Background: an optimization exercise with open tools, aiming at small area. Do not read the settings as production practice.
The RTL was checked by simulation tests, not by an equivalence proof against the original design.
Power is estimated from default activity; no workload was simulated.

==> flow/design.v, too long to show whole: its modules and the start of the top module <==
// module simd_arith: 3568 lines
// module valu_fa: 4 lines
// module valu_ha: 4 lines
// module simd_bitmanip: 667 lines
// module valu_aoi22: 3 lines
// module valu_aoi222: 3 lines
// module valu_oai22: 3 lines
// module valu_nand2: 3 lines
// module valu_nor2: 3 lines
// module result_select: 31 lines
// module valu_rbit: 4 lines
// module valu_rbitn: 4 lines
// module vector_alu: 50 lines
module vector_alu
(
    input  logic        clk,
    input  logic        arst_n,
    input  logic        op_valid,      
    input  logic [5:0]  alu_op,
    input  logic [1:0]  width,         
    input  logic [0:63] reg_a_data,
    input  logic [0:63] reg_b_data,
    output logic [0:63] alu_out,       
    output logic        result_valid   
);
  // ...
==> flow/flow/run.sh <==
#!/bin/bash
# The standard layout (the standard.sh running the ORFS steps), with four changes made
# through ORFS's own hooks and variables, none to its scripts:
#  - the port buffers that global placement adds are sky130_fd_sc_hd__buf_1 (BUFFER_PORTS_ARGS)
#  - after synthesis, combinational cells go back to drive strength 1 (POST_SYNTH_TCL,
#    flow/downsize.tcl); the resizer upsizes later where needed
#  - clock tree synthesis without dummy loads, from clkbuf_8 cells (CTS_ARGS)
#  - after the placement resizer, an input port buffer that only drives one resizer buffer
#    is dropped and that buffer becomes the port buffer (POST_RESIZE_TCL, flow/mergebuf.tcl)
# The make output goes to standard_flow.log here; ORFS keeps its per-step logs in orfs/logs.
set -euo pipefail
here=$(pwd)
export BUFFER_PORTS_ARGS="-buffer_cell sky130_fd_sc_hd__buf_1"
export POST_SYNTH_TCL="$here/flow/downsize.tcl"
export CTS_ARGS="-sink_clustering_enable -repair_clock_nets -dont_use_dummy_load -buf_list sky130_fd_sc_hd__clkbuf_8"
export POST_RESIZE_TCL="$here/flow/mergebuf.tcl"
bash standard.sh > standard_flow.log 2>&1
==> flow/flow/downsize.tcl <==
# POST_SYNTH hook: put every combinational cell that synthesis gave a drive strength above 1
# back to its _1 version (same function and pins); registers, latches, clock cells and
# buffers are left alone. The resizer in the later steps upsizes again where slew,
# capacitance or timing need it.
set db [ord::get_db]
set block [ord::get_db_block]
set n 0
foreach inst [$block getInsts] {
  set name [[$inst getMaster] getName]
  if { [regexp {^(sky130_fd_sc_hd__([a-z0-9]+))_([0-9]+)$} $name -> base func drv] } {
    if { $drv > 1 && ![regexp {^(s?df|s?edf|dl|clk|buf|conb|tap|fill|decap|diode|lpflow)} $func] } {
      set m1 [$db findMaster ${base}_1]
      if { $m1 != "NULL" } {
        $inst swapMaster $m1
        incr n
      }
    }
  }
}
puts "downsize.tcl: $n cells set to drive strength 1"
==> flow/flow/mergebuf.tcl <==
# POST_RESIZE hook: where an input port's buffer drives nothing but one buffer that the
# resizer added for a long wire, the port buffer goes and the port drives that buffer, which
# is then the port's buffer. Every port keeps one buffer.
set block [ord::get_db_block]
set n 0
foreach inst [$block getInsts] {
  if { ![string match "input*" [$inst getName]] } { continue }
  if { ![string match "sky130_fd_sc_hd__buf_*" [[$inst getMaster] getName]] } { continue }
  set a [$inst findITerm A]
  set x [$inst findITerm X]
  set nin [$a getNet]
  set nout [$x getNet]
  if { $nin == "NULL" || $nout == "NULL" } { continue }
  if { [llength [$nout getBTerms]] != 0 || [llength [$nin getBTerms]] != 1 } { continue }
  if { [llength [$nin getITerms]] != 1 } { continue }
  set loads {}
  foreach it [$nout getITerms] {
    if { [$it isInputSignal] } { lappend loads $it }
  }
  if { [llength $loads] != 1 } { continue }
  set l [lindex $loads 0]
  if { ![regexp {^sky130_fd_sc_hd__buf_[0-9]+$} [[[$l getInst] getMaster] getName]] } { continue }
  $a disconnect
  $x disconnect
  $l disconnect
  $l connect $nin
  odb::dbInst_destroy $inst
  odb::dbNet_destroy $nout
  incr n
}
puts "mergebuf.tcl: $n input port buffers merged into the buffer they drove"
==> flow/standard.sh <==
#!/bin/bash
# synth_recipe.tcl (not shown) runs the flow's synth.tcl, then flattens the netlist and writes it again
# the make line also repeats each setting of config.mk as NAME=value (left out here)
make -C /OpenROAD-flow-scripts/flow DESIGN_CONFIG=/design/flow/config.mk WORK_HOME=/design/flow/orfs CLKGATE_MAP_FILE= SYNTH_SCRIPT=/design/flow/synth_recipe.tcl "${@:-finish}"
==> flow/config.mk <==
export PLATFORM = sky130hd
export DESIGN_NAME = vector_alu
export DESIGN_NICKNAME = vector_alu
export VERILOG_FILES = /design/flow/design.v
export SDC_FILE = /design/flow/constraint.sdc
export NUM_CORES = 8
export LEC_CHECK = 0
export CAP_MARGIN = 5
export CORE_MARGIN = 2
export CORE_UTILIZATION = 30
export PLACE_DENSITY = 0.8
export SLEW_MARGIN = 5
export SYNTH_HIERARCHICAL = 1
==> flow/constraint.sdc <==
create_clock -name core_clock -period 16.0 [get_ports {clk}]
set_input_delay 3.2000 -clock core_clock [delete_from_list [all_inputs] [get_ports {clk}]]
set_output_delay 3.2000 -clock core_clock [all_outputs]
set_load 0.01 [all_outputs]
==> tab_implementation.tex, run 1 <==
\begin{tabular}{lr}
\hline
Metric & Value \\
\hline
\multicolumn{2}{l}{\textbf{Floorplanning}} \\
Area of the core & about 120000 sq um \\
\multicolumn{2}{l}{\textbf{Detailed routing}} \\
Iter 0 DRT Violations & 7596 \\
\multicolumn{2}{l}{\textbf{Critical path}} \\
Worst EP required & roughly 16 ns \\
Worst setup startpoint & width[0] \\
Cell depth of the worst flop-to-flop path & 9 \\
Most frequent CP cell & fa\_1 \\
Type of element capturing the critical path & flop \\
CP Capture Point & select\_i.alu\_out[4] \\
\multicolumn{2}{l}{\textbf{Timing}} \\
Ratio of final minimum period to clock period & 0.916 \\
Max-slew violations & 0 \\
Minimum setup slack in the final design & $\sim$1.3 ns \\
Final setup fails & 0 \\
Maximum clock frequency & just under 0.07 GHz \\
\multicolumn{2}{l}{\textbf{Synthesis}} \\
Syn\_nets & about 5.3k \\
Post-Synthesis Cell Area & $\sim$38000 sq um \\
\multicolumn{2}{l}{\textbf{Clock network}} \\
Worst-path clk slew & between 0.1 and 0.15 ns \\
Clock Tree Buf Depth & 2 \\
Cts-stage hold buffer count & 0 \\
\multicolumn{2}{l}{\textbf{Power and ir drop}} \\
Standby leakage power & between 15 and 20 nW \\
Net switching fraction of the power & 0.612 \\
Seq power & 291 uW \\
\multicolumn{2}{l}{\textbf{Placed design}} \\
Number of buffers inserted by port buffering & 203 \\
Detailed placer's ending HPWL & about 150 mm \\
\multicolumn{2}{l}{\textbf{Status}} \\
Outcome & no timing/DRC/antenna violations \\
\multicolumn{2}{l}{\textbf{Layout}} \\
Area taken by flip-flops and latches & around 1600 sq um \\
Top cell category & multi-input gates \\
\multicolumn{2}{l}{\textbf{Hold path}} \\
HP Start & select\_i.alu\_out[13] \\
\hline
\end{tabular}
==> run 2, diff against run 1 <==
--- a/flow/config.mk
+++ b/flow/config.mk
@@ -7,3 +7,3 @@
 export LEC_CHECK = 0
-export CAP_MARGIN = 5
+export CAP_MARGIN = 20
 export CORE_MARGIN = 2
@@ -11,3 +11,3 @@
 export PLACE_DENSITY = 0.8
-export SLEW_MARGIN = 5
+export SLEW_MARGIN = 20
 export SYNTH_HIERARCHICAL = 1
==> tab_implementation.tex, run 2 <==
\begin{tabular}{lr}
\hline
Metric & Value \\
\hline
\multicolumn{2}{l}{\textbf{Detailed routing}} \\
First-pass iteration count of the detailed router & 14 (unchanged) \\
Antenna-violating nets left & 0 (unchanged) \\
Iter 0 DRT Violations & 7489 (was 7596) \\
Detailed-route wire length per cell & 33.0 um (about the same) \\
Average vias per placed instance & 6.57 (was 6.55) \\
Overall routed net length & 191 mm (about the same) \\
Total vias in the final route & 38.2k (was 38.0k) \\
Number of remaining DRC errors & 0 (unchanged) \\
\multicolumn{2}{l}{\textbf{Power and ir drop}} \\
Standby leakage power & 18.8 nW (about the same) \\
Worst vdd rail ir drop & 0.0369 mV (was 0.0402 mV) \\
Total power density per cell area & 40.4 nW/um\^{}2 (about the same) \\
Power Total & 1.65 mW (was 1.64 mW) \\
\multicolumn{2}{l}{\textbf{Critical path}} \\
Slack of the worst reg-to-reg path & 11.09 ns (was 10.96 ns) \\
Worst R2R Start & select\_i.alu\_out[48] (was select\_i.alu\_out[50]) \\
Worst path buffer plus inverter count & 4 (unchanged) \\
CP delay by family, top & adder cells (unchanged) \\
Critical path class & in2reg (unchanged) \\
Most frequent CP cell & fa\_1 (unchanged) \\
Worst EP required & 16.28 ns (was 16.30 ns) \\
Type of element capturing the critical path & flop (unchanged) \\
Category of the worst setup path launch point & primary input (unchanged) \\
CP max FO & 33 (unchanged) \\
Endpoint of the worst-slack reg-to-reg timing path & select\_i.alu\_out[39] (was select\_i.alu\_out[38]) \\
Worst path arrival time & 14.83 ns (was 14.95 ns) \\
Slowest cell on crit path & fa\_1 (unchanged) \\
Cell depth of the worst flop-to-flop path & 9 (unchanged) \\
Maximum cell stage delay along the critical path & 0.49 ns (about the same) \\
\multicolumn{2}{l}{\textbf{Timing}} \\
Headroom to the max-slew limit & 0.163 (was 0.0217) \\
RSZ-0062 raised after global routing & no (unchanged) \\
Final critical-path required period & 14.55 ns (was 14.65 ns) \\
Worst Max-Slew Pin Slew & 1.25 ns (was 1.47 ns) \\
Post-route clock skew & 0.0244 ns (was 0.0564 ns) \\
Total negative slack & 0 ns (unchanged) \\
Ratio of final minimum period to clock period & 0.909 (was 0.916) \\
Maximum clock frequency & 0.0687 GHz (was 0.0683 GHz) \\
Final setup fails & 0 (unchanged) \\
Max-slew violations & 0 (unchanged) \\
Final hold violations & 0 (unchanged) \\
\multicolumn{2}{l}{\textbf{Placed design}} \\
Routability-driven placement congestion ratio & 1.09 (unchanged) \\
Placed Instances & 5783 (was 5781) \\
Detailed placer's ending HPWL & 148 mm (about the same) \\
Number of buffers inserted by port buffering & 203 (unchanged) \\
\multicolumn{2}{l}{\textbf{GRT}} \\
Via count of the first global-routing pass & 38.2k (was 38.4k) \\
First-pass GRT wire length & 271 mm (about the same) \\
Number of antenna violations at the first check in global routing & 20 (was 18) \\
Global Route Usage Sum & 0.291 (was 0.293) \\
Total grt overflow & 0 (unchanged) \\
Pin count of the biggest net entering global routing & 71 (unchanged) \\
\multicolumn{2}{l}{\textbf{Clock network}} \\
Total setup buffers inserted after CTS & 0 (unchanged) \\
Quantity of gates resized following cts & 0 (unchanged) \\
Latest clock arrival within the worst-skew pair & 0.40 ns (was 0.43 ns) \\
Num CTS Buffers & 9 (unchanged) \\
Worst-path clk slew & 0.09 ns (was 0.11 ns) \\
Cts-stage hold buffer count & 0 (unchanged) \\
Clock tree from TritonCTS & done (unchanged) \\
Clock sink total & 65 (unchanged) \\
Buffer type at the clock tree root & clkbuf\_8 (unchanged) \\
H-tree levels & 3 (unchanged) \\
Clock Tree Buf Depth & 2 (unchanged) \\
\multicolumn{2}{l}{\textbf{Layout}} \\
Flip-flop count of the largest register, all copies and words added & 64 (unchanged) \\
Final core utilization & 0.328 (about the same) \\
Final \#Nets & 5300 (was 5296) \\
Number of standard cells in the layout, taps in and fillers out & 5803 (was 5798) \\
Count of fill cells added during filler insertion & 12.6k (about the same) \\
Proportion of layout cells with a drive suffix above 1 & 0.0556 (was 0.0544) \\
Register with the most flip-flops & select\_i.alu\_out (unchanged) \\
Largest registers & select\_i.alu\_out (64), select\_i.result\_valid (1) (unchanged) \\
Relative area change from synthesis to final layout & 8.26\% (was 8.14\%) \\
Most common cell after layout, fill and taps aside & nor2\_1 (unchanged) \\
Commonest non-fill, non-tap cells in the layout & nor2\_1 (1126), fa\_1 (916), nand2\_1 (198) (was nor2\_1 (1126), fa\_1 (916), nand2\_1 (199)) \\
\multicolumn{2}{l}{\textbf{Status}} \\
Outcome & no timing/DRC/antenna violations (unchanged) \\
\multicolumn{2}{l}{\textbf{Synthesis}} \\
Syn\_nets & 5262 (unchanged) \\
Post-Syn Instances & 4121 (unchanged) \\
Post-Synthesis Mean Instance Area & 9.13 sq um (unchanged) \\
Number of synthesis warnings & 20 (unchanged) \\
Post-Synthesis Cell Area & 37600 sq um (unchanged) \\
\multicolumn{2}{l}{\textbf{Floorplanning}} \\
Area of the core & 124000 sq um (unchanged) \\
Initial core utilization & 0.303 (unchanged) \\
Die boundary width & 358 um (unchanged) \\
Top-level port count & 204 (unchanged) \\
DIE HEIGHT & 358 um (unchanged) \\
Number of rows created at floorplan & 129 (unchanged) \\
Die area & 128000 sq um (unchanged) \\
\multicolumn{2}{l}{\textbf{Hold path}} \\
Endpoint, Worst Hold & select\_i.alu\_out[59] (was select\_i.alu\_out[51]) \\
HP Start & select\_i.alu\_out[63] (was select\_i.alu\_out[13]) \\
Path class of the lowest-slack min-delay path & reg2reg (unchanged) \\
Min-Delay Path Depth & 9 (unchanged) \\
\multicolumn{2}{l}{\textbf{Flow run}} \\
Number of max-cap violations & 0 (unchanged) \\
\hline
\end{tabular}
==> run 2: per-layer routing <==
metal	vias to the layer above	track usage	part of all wire
met5	-	0.00778	0.0014
met4	20	0.191	0.087
met3	956	0.113	0.16
met2	3728	0.431	0.41
met1	19000	0.351	0.34
li1	14500	-	-
==> run 2: how the worst max path moves through the flow <==
stage	cells past startpoint	end	slack, ns	from
2_1_floorplan	37	select_i.alu_out[4]	2.57	alu_op[0]
3_3_place_gp	36	select_i.alu_out[4]	1.30	op_valid
3_5_place_dp	36	select_i.alu_out[4]	1.29	op_valid
4_1_cts	36	select_i.alu_out[4]	1.65	op_valid
5_1_grt	36	select_i.alu_out[4]	1.07	op_valid
6_report	37	select_i.alu_out[4]	1.45	width[0]
==> run 2: area by class of cell <==
class	instances	area [sq um]	share of cell area
clock buffer	9	124	0.00304
timing repair buffer	331	1970	0.0484
inverter	106	400	0.00983
multi-input combinational	3646	34500	0.848
tap	1637	2050	0.0503
antenna	9	22.5	0.000553
sequential	65	1630	0.0399
==> run 2: through the flow <==
| stage | hold WS (ns) | area, sq um | setup WS [ns] |
|---|---|---|---|
| floorplan | 1.37 | 37600 | 2.57 |
| global placement | 1.67 | 40800 | 1.30 |
| detailed placement | 1.68 | 40500 | 1.29 |
| CTS | 1.71 | 40700 | 1.65 |
| global route | 1.94 | 40700 | 1.07 |
| finish | 1.85 | 40700 | 1.45 |
==> run 2: power by group <==
group | switching [mW] | total [mW] | internal [mW]
logic | 0.865 | 1.23 | 0.366
clock network | 0.0728 | 0.123 | 0.0503
registers | 0.0684 | 0.291 | 0.222
==> run 2: worst min-delay path: cells and delay by family (launching register included) <==
kind               cells  cell delay [ns]
and+or+nand+nor        2             0.29
DFF                    1             0.37
AOI/OAI and AO/OA      6             1.00
muxes                  1             0.16
==> run 3, diff against run 2 <==
--- a/flow/config.mk
+++ b/flow/config.mk
@@ -9,4 +9,4 @@
 export CORE_MARGIN = 2
-export CORE_UTILIZATION = 30
-export PLACE_DENSITY = 0.8
+export CORE_UTILIZATION = 60
+export PLACE_DENSITY = 0.85
 export SLEW_MARGIN = 20
==> tab_implementation.tex, run 3 <==
\begin{tabular}{lr}
\hline
Metric & Value \\
\hline
\multicolumn{2}{l}{\textbf{Synthesis}} \\
Post-Synthesis Cell Area & 37600 sq um (unchanged) \\
Post-Syn Instances & 4121 (unchanged) \\
Number of synthesis warnings & 20 (unchanged) \\
Syn\_nets & 5262 (unchanged) \\
Post-Synthesis Mean Instance Area & 9.13 sq um (unchanged) \\
\multicolumn{2}{l}{\textbf{Critical path}} \\
Category of the worst setup path launch point & primary input (unchanged) \\
Slowest cell on crit path & o21ai\_1 (was fa\_1) \\
Most frequent CP cell & fa\_1 (unchanged) \\
Maximum cell stage delay along the critical path & 0.75 ns (was 0.49 ns) \\
Critical path class & in2reg (unchanged) \\
Worst EP required & 16.32 ns (was 16.28 ns) \\
Type of element capturing the critical path & flop (unchanged) \\
CP max FO & 18 (was 33) \\
Worst path arrival time & 15.08 ns (was 14.83 ns) \\
\multicolumn{2}{l}{\textbf{Clock network}} \\
Worst-path clk slew & 0.09 ns (about the same) \\
Clock sink total & 65 (unchanged) \\
Latest clock arrival within the worst-skew pair & 0.42 ns (was 0.40 ns) \\
H-tree levels & 3 (unchanged) \\
Quantity of gates resized following cts & 0 (unchanged) \\
Clock Tree Buf Depth & 2 (unchanged) \\
Total setup buffers inserted after CTS & 0 (unchanged) \\
Clock tree from TritonCTS & done (unchanged) \\
Cts-stage hold buffer count & 0 (unchanged) \\
Buffer type at the clock tree root & clkbuf\_8 (unchanged) \\
Num CTS Buffers & 9 (unchanged) \\
\multicolumn{2}{l}{\textbf{Power and ir drop}} \\
Sequential power share & 0.196 (was 0.177) \\
Part of the total power dissipated in the clock network & 0.078 (was 0.075) \\
Total power density per cell area & 42.8 nW/um\^{}2 (was 40.4 nW/um\^{}2) \\
Worst vdd rail ir drop & 0.0399 mV (was 0.0369 mV) \\
Standby leakage power & 18.8 nW (about the same) \\
Total net switching power & 1.07 mW (was 1.01 mW) \\
Net switching fraction of the power & 0.627 (was 0.612) \\
Portion of total power attributed to combinational logic & 0.726 (was 0.748) \\
Int Power & 635 uW (was 639 uW) \\
\multicolumn{2}{l}{\textbf{Timing}} \\
Final hold violations & 0 (unchanged) \\
Post-route clock skew & 0.0267 ns (was 0.0244 ns) \\
Final critical-path required period & 14.77 ns (was 14.55 ns) \\
Maximum clock frequency & 0.0677 GHz (was 0.0687 GHz) \\
Max-slew violations & 0 (unchanged) \\
RSZ-0062 raised after global routing & no (unchanged) \\
Final setup fails & 0 (unchanged) \\
Total negative slack & 0 ns (unchanged) \\
Ratio of final minimum period to clock period & 0.923 (was 0.909) \\
Headroom to the max-slew limit & 0.112 (was 0.163) \\
Worst Max-Slew Pin Slew & 1.33 ns (was 1.25 ns) \\
\multicolumn{2}{l}{\textbf{Layout}} \\
Final core utilization & 0.642 (was 0.328) \\
Largest registers & select\_i.alu\_out (64), select\_i.result\_valid (1) (unchanged) \\
Most common cell after layout, fill and taps aside & nor2\_1 (unchanged) \\
Area of the multi-input gates & 34500 sq um (about the same) \\
Relative area change from synthesis to final layout & 5.60\% (was 8.26\%) \\
Count of fill cells added during filler insertion & 4847 (was 12.6k) \\
Final \#Nets & 5298 (was 5300) \\
Area taken by flip-flops and latches & 1630 sq um (unchanged) \\
Commonest non-fill, non-tap cells in the layout & nor2\_1 (1127), fa\_1 (916), nand2\_1 (200) (was nor2\_1 (1126), fa\_1 (916), nand2\_1 (198)) \\
Flip-flop count of the largest register, all copies and words added & 64 (unchanged) \\
Proportion of layout cells with a drive suffix above 1 & 0.0551 (was 0.0556) \\
Register with the most flip-flops & select\_i.alu\_out (unchanged) \\
\multicolumn{2}{l}{\textbf{Placed design}} \\
Number of buffers inserted by port buffering & 203 (unchanged) \\
Detailed placer's ending HPWL & 147 mm (was 148 mm) \\
Routability-driven placement congestion ratio & 1.13 (was 1.09) \\
\multicolumn{2}{l}{\textbf{Floorplanning}} \\
Die boundary width & 254 um (was 358 um) \\
DIE HEIGHT & 254 um (was 358 um) \\
Number of rows created at floorplan & 91 (was 129) \\
Top-level port count & 204 (unchanged) \\
Initial core utilization & 0.608 (was 0.303) \\
Die area & 64700 sq um (was 128000 sq um) \\
Area of the core & 61800 sq um (was 124000 sq um) \\
\multicolumn{2}{l}{\textbf{Detailed routing}} \\
Number of remaining DRC errors & 0 (unchanged) \\
Detailed-route wire length per cell & 39.1 um (was 33.0 um) \\
First-pass iteration count of the detailed router & 15 (was 14) \\
Average vias per placed instance & 7.96 (was 6.57) \\
Total vias in the final route & 39.8k (was 38.2k) \\
Antenna-violating nets left & 0 (unchanged) \\
Overall routed net length & 195 mm (was 191 mm) \\
Iter 0 DRT Violations & 8194 (was 7489) \\
\multicolumn{2}{l}{\textbf{GRT}} \\
Via count of the first global-routing pass & 40.3k (was 38.2k) \\
First-pass GRT wire length & 276 mm (was 271 mm) \\
Number of antenna violations at the first check in global routing & 17 (was 20) \\
Pin count of the biggest net entering global routing & 143 (was 71) \\
Global Route Usage Sum & 0.608 (was 0.291) \\
Total grt overflow & 0 (unchanged) \\
\multicolumn{2}{l}{\textbf{Hold path}} \\
Path class of the lowest-slack min-delay path & reg2reg (unchanged) \\
\multicolumn{2}{l}{\textbf{Status}} \\
Outcome & no timing/DRC/antenna violations (unchanged) \\
\multicolumn{2}{l}{\textbf{Flow run}} \\
Number of max-cap violations & 0 (unchanged) \\
\hline
\end{tabular}
run 3: layout make-up:
cell class                 instances  area share
timing repair buffer             329      0.0494
tap                              837      0.0264
clock buffer                       9     0.00312
antenna                           10    0.000630
multi-input combinational       3646       0.869
sequential                        65      0.0410
inverter                         106      0.0101
run 3: power groups by stage:
stage | Sequential [mW] | Clock [mW] | Combinational, mW
2_1_floorplan | 0.283 | 0 | 0.606
3_3_place_gp | 0.322 | 0 | 1.13
3_5_place_dp | 0.317 | 0 | 1.13
4_1_cts | 0.314 | 0.127 | 1.14
5_1_grt | 0.323 | 0.132 | 1.25
6_report | 0.333 | 0.133 | 1.23
run 3: stage by stage:
step / std cells / worst slack (ns) / hold WS (ns) / cell area (sq um) / power [mW]
final: 5002 / 1.23 / 1.78 / 39700 / 1.70
after global routing: 4992 / 0.962 / 1.84 / 39700 / 1.70
after CTS: 4989 / 1.63 / 1.70 / 39700 / 1.58
after detailed placement: 4980 / 1.31 / 1.67 / 39500 / 1.45
after global placement: 5044 / 1.44 / 1.67 / 39800 / 1.45
after floorplan: 4121 / 2.57 / 1.37 / 37600 / 0.889
run 3: metal layers:
layer,part of all wire,global-route usage,wire (um),up-vias
met5,0.0016,0.0436,316,-
met4,0.11,0.489,21600,23
met3,0.20,0.358,38200,1709
met2,0.38,0.805,74700,4778
met1,0.31,0.705,60700,18800
li1,-,-,-,14500
run 3: worst paths after layout:
path,startpoint,endpoint,slack [ns],cells past startpoint
min in group asynchronous,arst_n,select_i.alu_out[55],2.96,1
max reg2reg,select_i.alu_out[16],select_i.alu_out[39],10.64,10
max in group asynchronous,arst_n,select_i.alu_out[27],12.31,1
min reg2reg,select_i.alu_out[60],select_i.alu_out[52],1.78,9
max,width[0],select_i.alu_out[4],1.23,36
min,select_i.alu_out[60],select_i.alu_out[52],1.78,9
run 3: worst max-delay path, delay by kind of cell:
family / cells / cell delay, ns
fa+ha+maj: 17 / 6.83
compound gates: 11 / 3.31
simple gates: 3 / 0.52
mux: 1 / 0.33
buf+inv: 3 / 0.67
xor+xnor: 1 / 0.19
==> run 4, diff against run 3 <==
--- a/flow/config.mk
+++ b/flow/config.mk
@@ -9,4 +9,4 @@
 export CORE_MARGIN = 2
-export CORE_UTILIZATION = 60
-export PLACE_DENSITY = 0.85
+export CORE_UTILIZATION = 45
+export PLACE_DENSITY = 0.7
 export SLEW_MARGIN = 20
==> tab_implementation.tex, run 4 <==
\begin{tabular}{lr}
\hline
Metric & Value \\
\hline
\multicolumn{2}{l}{\textbf{Flow run}} \\
Number of max-cap violations & 0 (unchanged) \\
\multicolumn{2}{l}{\textbf{Floorplanning}} \\
Die boundary width & 293 um (was 254 um) \\
Top-level port count & 204 (unchanged) \\
Area of the core & 83200 sq um (was 61800 sq um) \\
Number of rows created at floorplan & 106 (was 91) \\
Die area & 85900 sq um (was 64700 sq um) \\
DIE HEIGHT & 293 um (was 254 um) \\
Initial core utilization & 0.452 (was 0.608) \\
\multicolumn{2}{l}{\textbf{Clock network}} \\
Cts-stage hold buffer count & 0 (unchanged) \\
Buffer type at the clock tree root & clkbuf\_8 (unchanged) \\
H-tree levels & 3 (unchanged) \\
Latest clock arrival within the worst-skew pair & 0.40 ns (was 0.42 ns) \\
Num CTS Buffers & 9 (unchanged) \\
Quantity of gates resized following cts & 0 (unchanged) \\
Total setup buffers inserted after CTS & 0 (unchanged) \\
Worst-path clk slew & 0.09 ns (about the same) \\
Clock tree from TritonCTS & done (unchanged) \\
Clock sink total & 65 (unchanged) \\
Clock Tree Buf Depth & 2 (unchanged) \\
\multicolumn{2}{l}{\textbf{Layout}} \\
Relative area change from synthesis to final layout & 6.41\% (was 5.60\%) \\
Commonest non-fill, non-tap cells in the layout & nor2\_1 (1126), fa\_1 (916), nand2\_1 (199) (was nor2\_1 (1127), fa\_1 (916), nand2\_1 (200)) \\
Final \#Nets & 5297 (was 5298) \\
Register with the most flip-flops & select\_i.alu\_out (unchanged) \\
Flip-flop count of the largest register, all copies and words added & 64 (unchanged) \\
Proportion of layout cells with a drive suffix above 1 & 0.0578 (was 0.0551) \\
Count of fill cells added during filler insertion & 7873 (was 4847) \\
Largest registers & select\_i.alu\_out (64), select\_i.result\_valid (1) (unchanged) \\
Most common cell after layout, fill and taps aside & nor2\_1 (unchanged) \\
Final Instance Area & 40000 sq um (was 39700 sq um) \\
\multicolumn{2}{l}{\textbf{Synthesis}} \\
Post-Synthesis Mean Instance Area & 9.13 sq um (unchanged) \\
Syn\_nets & 5262 (unchanged) \\
Number of synthesis warnings & 20 (unchanged) \\
Post-Syn Instances & 4121 (unchanged) \\
Post-Synthesis Cell Area & 37600 sq um (unchanged) \\
\multicolumn{2}{l}{\textbf{Critical path}} \\
CP delay by family, top & adder cells (unchanged) \\
Type of element capturing the critical path & flop (unchanged) \\
Slack of the worst reg-to-reg path & 10.92 ns (was 10.64 ns) \\
Worst path arrival time & 14.94 ns (was 15.08 ns) \\
Worst R2R Start & select\_i.alu\_out[16] (unchanged) \\
CP max FO & 32 (was 18) \\
Worst setup startpoint & width[0] (unchanged) \\
Critical path class & in2reg (unchanged) \\
Endpoint of the worst-slack reg-to-reg timing path & select\_i.alu\_out[28] (was select\_i.alu\_out[39]) \\
Depth of the critical timing path with buffers and inverters included & 36 (unchanged) \\
Worst EP required & 16.29 ns (was 16.32 ns) \\
CP Capture Point & select\_i.alu\_out[4] (unchanged) \\
Maximum cell stage delay along the critical path & 0.53 ns (was 0.75 ns) \\
Worst path buffer plus inverter count & 3 (unchanged) \\
Category of the worst setup path launch point & primary input (unchanged) \\
Slowest cell on crit path & o21ai\_1 (unchanged) \\
Cell depth of the worst flop-to-flop path & 9 (was 10) \\
Most frequent CP cell & fa\_1 (unchanged) \\
\multicolumn{2}{l}{\textbf{Timing}} \\
Worst Max-Slew Pin Slew & 1.24 ns (was 1.33 ns) \\
Final hold violations & 0 (unchanged) \\
Max-slew violations & 0 (unchanged) \\
Minimum setup slack in the final design & 1.35 ns (was 1.23 ns) \\
Headroom to the max-slew limit & 0.171 (was 0.112) \\
Total negative slack & 0 ns (unchanged) \\
Maximum clock frequency & 0.0683 GHz (was 0.0677 GHz) \\
RSZ-0062 raised after global routing & no (unchanged) \\
Ratio of final minimum period to clock period & 0.915 (was 0.923) \\
Final setup fails & 0 (unchanged) \\
Post-route clock skew & 0.0285 ns (was 0.0267 ns) \\
Final critical-path required period & 14.65 ns (was 14.77 ns) \\
\multicolumn{2}{l}{\textbf{GRT}} \\
Number of antenna violations at the first check in global routing & 11 (was 17) \\
Total grt overflow & 0 (unchanged) \\
Pin count of the biggest net entering global routing & 72 (was 143) \\
Global Route Usage Sum & 0.436 (was 0.608) \\
First-pass GRT wire length & 268 mm (was 276 mm) \\
Via count of the first global-routing pass & 37.6k (was 40.3k) \\
\multicolumn{2}{l}{\textbf{Detailed routing}} \\
Iter 0 DRT Violations & 6290 (was 8194) \\
First-pass iteration count of the detailed router & 14 (was 15) \\
Antenna-violating nets left & 0 (unchanged) \\
Total vias in the final route & 37.5k (was 39.8k) \\
Average vias per placed instance & 7.17 (was 7.96) \\
Overall routed net length & 188 mm (was 195 mm) \\
Detailed-route wire length per cell & 36.0 um (was 39.1 um) \\
Number of remaining DRC errors & 0 (unchanged) \\
\multicolumn{2}{l}{\textbf{Placed design}} \\
Total cell area at the placement stage & 39900 sq um (was 39500 sq um) \\
Setup WS pre-CTS & 1.40 ns (was 1.31 ns) \\
Routability-driven placement congestion ratio & 1.13 (about the same) \\
Number of buffers inserted by port buffering & 203 (unchanged) \\
Detailed placer's ending HPWL & 147 mm (about the same) \\
\multicolumn{2}{l}{\textbf{Status}} \\
Outcome & no timing/DRC/antenna violations (unchanged) \\
\multicolumn{2}{l}{\textbf{Power and ir drop}} \\
Total power density per cell area & 41.3 nW/um\^{}2 (was 42.8 nW/um\^{}2) \\
Standby leakage power & 18.8 nW (about the same) \\
Worst vdd rail ir drop & 0.0385 mV (was 0.0399 mV) \\
\multicolumn{2}{l}{\textbf{Hold path}} \\
Path class of the lowest-slack min-delay path & reg2reg (unchanged) \\
\hline
\end{tabular}
[run 4: cell types whose count changed in the layout (fill, tap and decap cells not counted), moves of 2 or more]
cell and change:
nand2b_1 -2, a21boi_1 -4, nand2b_2 +2, buf_1 -4
buf_4 +5, a21boi_2 +4, diode_2 -6
[run 4: layout make-up]
cell class,instances,area (sq um),share of cell area
inverters,106,400,0.0100
well taps,1080,1350,0.0338
multi-input cells,3646,34500,0.863
flip-flops and latches,65,1630,0.0406
clock buffers,9,124,0.00310
diodes,4,10.0,0.000250
repair buffers,328,1960,0.0490
[run 4: metrics by stage]
stage | total power, mW | std cells | hold slack [ns] | util
floorplan | 0.889 | 4121 | 1.37 | -
detailed placement | 1.45 | 5224 | 1.67 | 0.479
finish | 1.65 | 5238 | 1.74 | 0.481
global route | 1.68 | 5235 | 1.85 | 0.481
global placement | 1.46 | 5291 | 1.68 | 0.482
CTS | 1.58 | 5233 | 1.69 | 0.481
[run 4: routing by layer]
| metal | track usage | vias up | part of all wire |
|---|---|---|---|
| met4 | 0.272 | 14 | 0.079 |
| met5 | 0 | - | 0.00051 |
| met1 | 0.561 | 19000 | 0.36 |
| met2 | 0.623 | 3303 | 0.41 |
| met3 | 0.159 | 762 | 0.15 |
| li1 | - | 14500 | - |
[run 4: worst min-delay path by stage]
stage | slack (ns) | depth (start not counted) | startpoint | end
2_1_floorplan | 1.37 | 9 | select_i.alu_out[63] | select_i.alu_out[63]
3_3_place_gp | 1.68 | 9 | select_i.alu_out[63] | select_i.alu_out[63]
3_5_place_dp | 1.67 | 9 | select_i.alu_out[63] | select_i.alu_out[63]
4_1_cts | 1.69 | 9 | select_i.alu_out[63] | select_i.alu_out[63]
5_1_grt | 1.85 | 9 | select_i.alu_out[63] | select_i.alu_out[63]
6_report | 1.74 | 9 | select_i.alu_out[63] | select_i.alu_out[63]
[run 4: worst min-delay path, delay by kind of cell (launching register included)]
kind | cells | cell delay, ns
mux | 1 | 0.13
simple gates | 3 | 0.50
compound gates | 5 | 0.71
flops | 1 | 0.36
[run 4: where the power goes]
group,switching (mW),internal (mW)
registers,0.101,0.222
clock network,0.0775,0.0504
logic,0.842,0.362
==> run 5, diff against run 4 <==
--- a/flow/config.mk
+++ b/flow/config.mk
@@ -10,3 +10,3 @@
 export CORE_UTILIZATION = 45
-export PLACE_DENSITY = 0.7
+export PLACE_DENSITY = 0.8
 export SLEW_MARGIN = 20
==> tab_implementation.tex, run 5 <==
\begin{tabular}{lr}
\hline
Metric & Value \\
\hline
\multicolumn{2}{l}{\textbf{Clock network}} \\
Num CTS Buffers & 9 (unchanged) \\
Quantity of gates resized following cts & 0 (unchanged) \\
Clock Tree Buf Depth & 2 (unchanged) \\
Clock sink total & 65 (unchanged) \\
Total setup buffers inserted after CTS & 0 (unchanged) \\
Latest clock arrival within the worst-skew pair & 0.40 ns (about the same) \\
Buffer type at the clock tree root & clkbuf\_8 (unchanged) \\
Cts-stage hold buffer count & 0 (unchanged) \\
Worst-path clk slew & 0.09 ns (about the same) \\
Clock tree from TritonCTS & done (unchanged) \\
H-tree levels & 3 (unchanged) \\
\multicolumn{2}{l}{\textbf{Timing}} \\
Final hold violations & 0 (unchanged) \\
RSZ-0062 raised after global routing & no (unchanged) \\
Ratio of final minimum period to clock period & 0.900 (was 0.915) \\
Maximum clock frequency & 0.0695 GHz (was 0.0683 GHz) \\
Worst Max-Slew Pin Slew & 1.29 ns (was 1.24 ns) \\
Final critical-path required period & 14.39 ns (was 14.65 ns) \\
Headroom to the max-slew limit & 0.142 (was 0.171) \\
Max-slew violations & 0 (unchanged) \\
Final setup fails & 0 (unchanged) \\
Minimum setup slack in the final design & 1.61 ns (was 1.35 ns) \\
Total negative slack & 0 ns (unchanged) \\
Post-route clock skew & 0.0301 ns (was 0.0285 ns) \\
\multicolumn{2}{l}{\textbf{Detailed routing}} \\
Iter 0 DRT Violations & 7880 (was 6290) \\
Antenna-violating nets left & 0 (unchanged) \\
Average vias per placed instance & 7.28 (was 7.17) \\
First-pass iteration count of the detailed router & 17 (was 14) \\
Total vias in the final route & 38.1k (was 37.5k) \\
Number of remaining DRC errors & 0 (unchanged) \\
Overall routed net length & 181 mm (was 188 mm) \\
Detailed-route wire length per cell & 34.5 um (was 36.0 um) \\
\multicolumn{2}{l}{\textbf{Flow run}} \\
Number of max-cap violations & 0 (unchanged) \\
\multicolumn{2}{l}{\textbf{Hold path}} \\
Min-Delay Path Depth & 9 (unchanged) \\
Path class of the lowest-slack min-delay path & reg2reg (unchanged) \\
\multicolumn{2}{l}{\textbf{Floorplanning}} \\
Top-level port count & 204 (unchanged) \\
Initial core utilization & 0.452 (unchanged) \\
Die area & 85900 sq um (unchanged) \\
Die boundary width & 293 um (unchanged) \\
Area of the core & 83200 sq um (unchanged) \\
Number of rows created at floorplan & 106 (unchanged) \\
DIE HEIGHT & 293 um (unchanged) \\
\multicolumn{2}{l}{\textbf{Critical path}} \\
CP max FO & 58 (was 32) \\
Critical path class & in2reg (unchanged) \\
Type of element capturing the critical path & flop (unchanged) \\
Worst path arrival time & 14.69 ns (was 14.94 ns) \\
Most frequent CP cell & fa\_1 (unchanged) \\
Worst path buffer plus inverter count & 2 (was 3) \\
Slowest cell on crit path & and2\_4 (was o21ai\_1) \\
Worst EP required & 16.29 ns (about the same) \\
CP delay by family, top & adder cells (unchanged) \\
Depth of the critical timing path with buffers and inverters included & 34 (was 36) \\
Maximum cell stage delay along the critical path & 0.70 ns (was 0.53 ns) \\
Cell depth of the worst flop-to-flop path & 9 (unchanged) \\
Category of the worst setup path launch point & primary input (unchanged) \\
\multicolumn{2}{l}{\textbf{GRT}} \\
Pin count of the biggest net entering global routing & 66 (was 72) \\
Total grt overflow & 0 (unchanged) \\
Met3 GRT Util & 0.185 (was 0.159) \\
Most used routing layer & met2 (unchanged) \\
Fraction of met2 tracks used by global routing & 0.594 (was 0.623) \\
Global Route Usage Sum & 0.417 (was 0.436) \\
Via count of the first global-routing pass & 38.2k (was 37.6k) \\
First-pass GRT wire length & 261 mm (was 268 mm) \\
Global routing met1 resource utilization & 0.506 (was 0.561) \\
Number of antenna violations at the first check in global routing & 16 (was 11) \\
\multicolumn{2}{l}{\textbf{Synthesis}} \\
Post-Synthesis Mean Instance Area & 9.13 sq um (unchanged) \\
Number of synthesis warnings & 20 (unchanged) \\
Post-Synthesis Cell Area & 37600 sq um (unchanged) \\
Syn\_nets & 5262 (unchanged) \\
Post-Syn Instances & 4121 (unchanged) \\
\multicolumn{2}{l}{\textbf{Layout}} \\
Commonest non-fill, non-tap cells in the layout & nor2\_1 (1126), fa\_1 (916), nand2\_1 (199) (unchanged) \\
Final \#Nets & 5283 (was 5297) \\
Proportion of layout cells with a drive suffix above 1 & 0.0512 (was 0.0578) \\
Largest registers & select\_i.alu\_out (64), select\_i.result\_valid (1) (unchanged) \\
Flip-flop count of the largest register, all copies and words added & 64 (unchanged) \\
Most common cell after layout, fill and taps aside & nor2\_1 (unchanged) \\
Relative area change from synthesis to final layout & 6.02\% (was 6.41\%) \\
Final Instance Area & 39900 sq um (was 40000 sq um) \\
Count of fill cells added during filler insertion & 7631 (was 7873) \\
Register with the most flip-flops & select\_i.alu\_out (unchanged) \\
\multicolumn{2}{l}{\textbf{Power and ir drop}} \\
Worst vdd rail ir drop & 0.0386 mV (was 0.0385 mV) \\
Power Total & 1.61 mW (was 1.65 mW) \\
Standby leakage power & 18.7 nW (was 18.8 nW) \\
Total power density per cell area & 40.4 nW/um\^{}2 (was 41.3 nW/um\^{}2) \\
\multicolumn{2}{l}{\textbf{Status}} \\
Outcome & no timing/DRC/antenna violations (unchanged) \\
\multicolumn{2}{l}{\textbf{Placed design}} \\
Number of buffers inserted by port buffering & 203 (unchanged) \\
Total cell area at the placement stage & 39700 sq um (was 39900 sq um) \\
Routability-driven placement congestion ratio & 1.13 (about the same) \\
Detailed placer's ending HPWL & 139 mm (was 147 mm) \\
Setup WS pre-CTS & 1.51 ns (was 1.40 ns) \\
\hline
\end{tabular}
## run 5: path summary, 6_finish.rpt
kind	start	endpoint	slack, ns
max in group asynchronous	arst_n	select_i.alu_out[22]	12.39
min in group asynchronous	arst_n	select_i.alu_out[48]	2.96
hold reg to reg	select_i.alu_out[60]	select_i.alu_out[51]	1.78
hold / removal	select_i.alu_out[60]	select_i.alu_out[51]	1.78
setup / recovery	op_valid	select_i.alu_out[4]	1.61
setup reg to reg	select_i.alu_out[50]	select_i.alu_out[36]	11.04
## run 5: final cells by class
class | instances | area [sq um] | area share
Inverter | 106 | 400 | 0.0100
Timing Repair Buffer | 314 | 1820 | 0.0457
Multi-Input combinational cell | 3646 | 34500 | 0.866
Sequential cell | 65 | 1630 | 0.0408
Tap cell | 1080 | 1350 | 0.0339
Clock buffer | 9 | 124 | 0.00311
Antenna cell | 10 | 25.0 | 0.000628
## run 5: worst register-to-register path: stages, from the launching register on
cell,delay [ns]
dfrtp_1,0.45
a222oi_1,0.89
o22ai_1,0.40
a222oi_1,0.56
o22ai_1,0.20
a222oi_1,0.79
o22ai_1,0.26
a222oi_1,0.80
mux2_1,0.41
nand2_1,0.08
## run 5: report_power, final
group | internal (mW) | switching [mW]
clock network | 0.0501 | 0.0681
logic | 0.364 | 0.831
registers | 0.222 | 0.0751
total | 0.636 | 0.975
## run 5: per-layer routing
metal	up-vias	routed length, um
met5	-	114
met4	18	17600
met3	1103	31300
met2	3902	73000
met1	18600	58600
li1	14500	-
## run 5: per-stage QoR
step	std cells	hold WS, ns	utilization
6_report	5230	1.78	0.480
5_1_grt	5221	1.86	0.479
4_1_cts	5217	1.70	0.479
3_5_place_dp	5208	1.70	0.477
3_3_place_gp	5270	1.68	0.480
2_1_floorplan	4121	1.37	-

==> what the ideal ports hide <==
The flow's constraints put no driver on any port. The routed layouts listed below were extracted and timed again, unchanged, in two steps.
Step 1 assumes that a clkbuf_16 drives the clock port and a buf_2 every other input.
Step 2 also shifts input and output timing later by t, the mid clock arrival at the registers, as if the neighbouring blocks saw the same clock.
Slacks: ideal ports / drivers / drivers and shift; pairs: ideal ports / drivers.
run	t (ns)	setup slack, ns	worst setup path at the end
run 1	0.447	1.349 / 1.360 / 0.913	input to register
run 2	0.433	1.454 / 1.461 / 1.027	input to register
run 3	0.462	1.234 / 1.138 / 0.677	input to register
run 4	0.438	1.352 / 1.375 / 0.938	input to register
run 5	0.427	1.606 / 1.626 / 1.199	input to register
After both steps setup and hold are still met in every run listed. For run 3, which loses most, drivers alone change the setup slack by -0.096 ns; drivers and shift together by -0.557 ns.
